This design comes from an exercise in tuning for small area, a short achievable clock period and few clock cycles per item on the open sky130 flow, not from production work. In this exercise RTL edits were held to simulation tests only and were not proved equivalent to the original.

Setup of lane 1:
## unordered_handle_set
module unordered_handle_set (
  input  logic                         clk,
  input  logic                         rst,
  input  logic                         req_valid,
  output logic                         req_ready,
  input  logic [ush_pkg::REQ_W-1:0]    req_type,
  input  logic [ush_pkg::HANDLE_W-1:0] req_item_value,
  input  logic [ush_pkg::EIDX_W-1:0]   req_entry_index,
  output logic                         res_valid,
  input  logic                         res_ready,
  output logic                         res_status,
  output logic                         res_found,
  output logic [ush_pkg::HANDLE_W-1:0] res_item_out,
  output logic [ush_pkg::KIND_W-1:0]   res_event_kind,
  output logic [ush_pkg::EIDX_W-1:0]   res_event_index,
  output logic                         res_last_of_run
);
  localparam int N  = ush_pkg::CAPACITY;
  localparam int IW = ush_pkg::IDX_W;
  localparam int CW = ush_pkg::CNT_W;
  localparam int HW = ush_pkg::HANDLE_W;
  localparam int KW = ush_pkg::KIND_W;
  logic [HW-1:0] e [N];
  logic [CW-1:0] cnt;
  logic [N:0]    cnt_oh;     
  logic [N-1:0]  vmask;      
  logic [CW-1:0] cursor;
  logic [IW-1:0] tq;         
  logic [N-1:0]  tq_oh;      
  logic          b_valid;
  logic          b_app, b_del, b_rem, b_con, b_take, b_clr;
  logic [HW-1:0] b_val;
  logic [IW-1:0] b_idx;
  logic [N-1:0]  b_idx_oh;
  logic [N-1:0]  b_pm;
  logic          o_valid, o_status, o_found, o_last;
  logic [HW-1:0] o_item;
  logic [KW-1:0] o_kind;
  logic [IW-1:0] o_idx;
  logic [N-1:0]  pmatch;    
  logic [N-1:0]  pfirst;    
  logic          found;
  logic [IW-1:0] pfirst_idx;
  always_comb begin
    pmatch = b_pm & vmask;
    found  = |pmatch;
    for (int j = 0; j < N; j++) begin
      pfirst[j] = pmatch[j];
      for (int k = 0; k < j; k++) if (pmatch[k]) pfirst[j] = 1'b0;
    end
    pfirst_idx = '0;
  ...
Settings: LEC_CHECK=0, CAP_MARGIN=30, CORE_MARGIN=2, CORE_UTILIZATION=40, SETUP_SLACK_MARGIN=2.5, SLEW_MARGIN=30; clock period 6.0 ns.
run.sh (not shown) runs the stock make flow with config.mk's settings and CLKGATE_MAP_FILE= SYNTH_SCRIPT=/design/flow/synth_recipe.tcl, a recipe that flattens the netlist after the stock synthesis.
Testbench counts of lane 1, summed over its fixed seeds: cycles 3,410, requests 3,200.
[inputs] lane 2 vs lane 1
--- a/flow/design.v
+++ b/flow/design.v
@@ -375,23 +375,24 @@
     app_at = b_app ? cnt_oh[N-1:0] : '0;
     rd_item = '0;
     e_last  = '0;
     for (int j = 0; j < N; j++) begin
       if (rd_any[j]) rd_item = rd_item | e[j];
       if (cnt_oh[j + 1]) e_last = e_last | e[j];
     end
     wdata = b_app ? b_val : e_last;
   end
   logic [N-1:0] a_match;
-  logic         a_eq_w;
+  logic         a_eq_b, a_eq_last;
   always_comb begin
-    a_eq_w = (req_item_value == wdata);
+    a_eq_b    = (req_item_value == b_val);
+    a_eq_last = (req_item_value == e_last);
     for (int j = 0; j < N; j++) a_match[j] = (e[j] == req_item_value);
   end
   logic fire, o_free, inc, dec, take;
   logic [N-1:0] vmask_n;
   logic [IW-1:0] tq_n;
   logic [N-1:0]  tq_oh_n, up_oh, dn_oh, take_oh;
   logic          tq_step, tq_zero;
   assign o_free    = !o_valid || res_ready;
   assign fire      = b_valid && o_free;
   assign take      = !b_valid || (o_free && !clr_more);
@@ -460,21 +461,21 @@
       b_app    <= (req_type == ush_pkg::REQ_APPEND);
       b_del    <= (req_type == ush_pkg::REQ_DELETE);
       b_rem    <= (req_type == ush_pkg::REQ_REMOVE);
       b_con    <= (req_type == ush_pkg::REQ_CONTAINS);
       b_take   <= (req_type == ush_pkg::REQ_TAKE);
       b_clr    <= (req_type == ush_pkg::REQ_CLEAR);
       b_val    <= req_item_value;
       b_idx    <= req_entry_index;
       b_idx_oh <= N'(1) << req_entry_index;
       for (int j = 0; j < N; j++)
-        b_pm[j] <= (fire && (sel[j] || app_at[j])) ? a_eq_w : a_match[j];
+        b_pm[j] <= (fire && sel[j]) ? a_eq_last : ((fire && app_at[j]) ? a_eq_b : a_match[j]);
     end
   end
   logic          x_status, x_found, x_last;
   logic [HW-1:0] x_item;
   logic [KW-1:0] x_kind;
   logic [IW-1:0] x_idx;
   always_comb begin
     x_status = !(app_ok || rm || b_con || b_clr);
     x_found  = b_con && found;
     x_item   = ((b_app || b_rem) ? b_val : rd_item) & {HW{item_ok}};
--- outcome ---
- Relative to lane 1, routed length on met2 decreased by 1.3 mm in lane 2.
- Diff lane 1 -> lane 2: routability congestion estimate climbed about 4.7%; core utilization dropped 2.0 points; setup slack dropped 0.12 ns; post-layout minimum cycle time climbed 0.12 ns; post-detailed-route via-to-cell ratio climbed about 0.9%.
- Lane 2 vs lane 1: first-iteration DRC count up by a little under 10%
- Lane 2 vs lane 1, multi-input gate count went up by 139.
- Area fraction in and, or, nand and nor cells after synthesis, lane 2 and lane 1: lower on lane 1
- Compared to lane 1, lane 2 has die area about 2.6% higher.
- Compared with lane 1, lane 2 shows post-synth net total that has gone up by a few percent.
Testbench counts of lane 2, summed over its fixed seeds: cycles 3,410, requests 3,200.

[separate check: timing with driven ports]
The flow's constraints put no driver on any port. The routed layouts listed below were extracted and timed again, unchanged, in two steps. Step 1, drivers: a clkbuf_16 drives clk and a buf_2 each remaining input, both assumed. Step 2 moves the port delays by t, midway between the first and last clock arrival at a register: inputs arrive t later, outputs are due t later. That takes back most of the time a late clock gives input paths. a / b / c = ideal / step 1 / step 2; a / b = the first two.
run | shift t [ns] | setup WS [ns] | slew at the worst register clock pin (ns) | pins driven straight from the clock port
lane 1 | 0.726 | 2.364 / 2.364 / 1.719 | 0.07 / 0.07 | 1
lane 2 | 0.740 | 2.243 / 2.298 / 1.558 | 0.07 / 0.07 | 1
After both steps every run listed still meets setup and hold. The setup slack of lane 2, which loses most, moves by +0.055 ns with the drivers and by -0.685 ns with both steps.
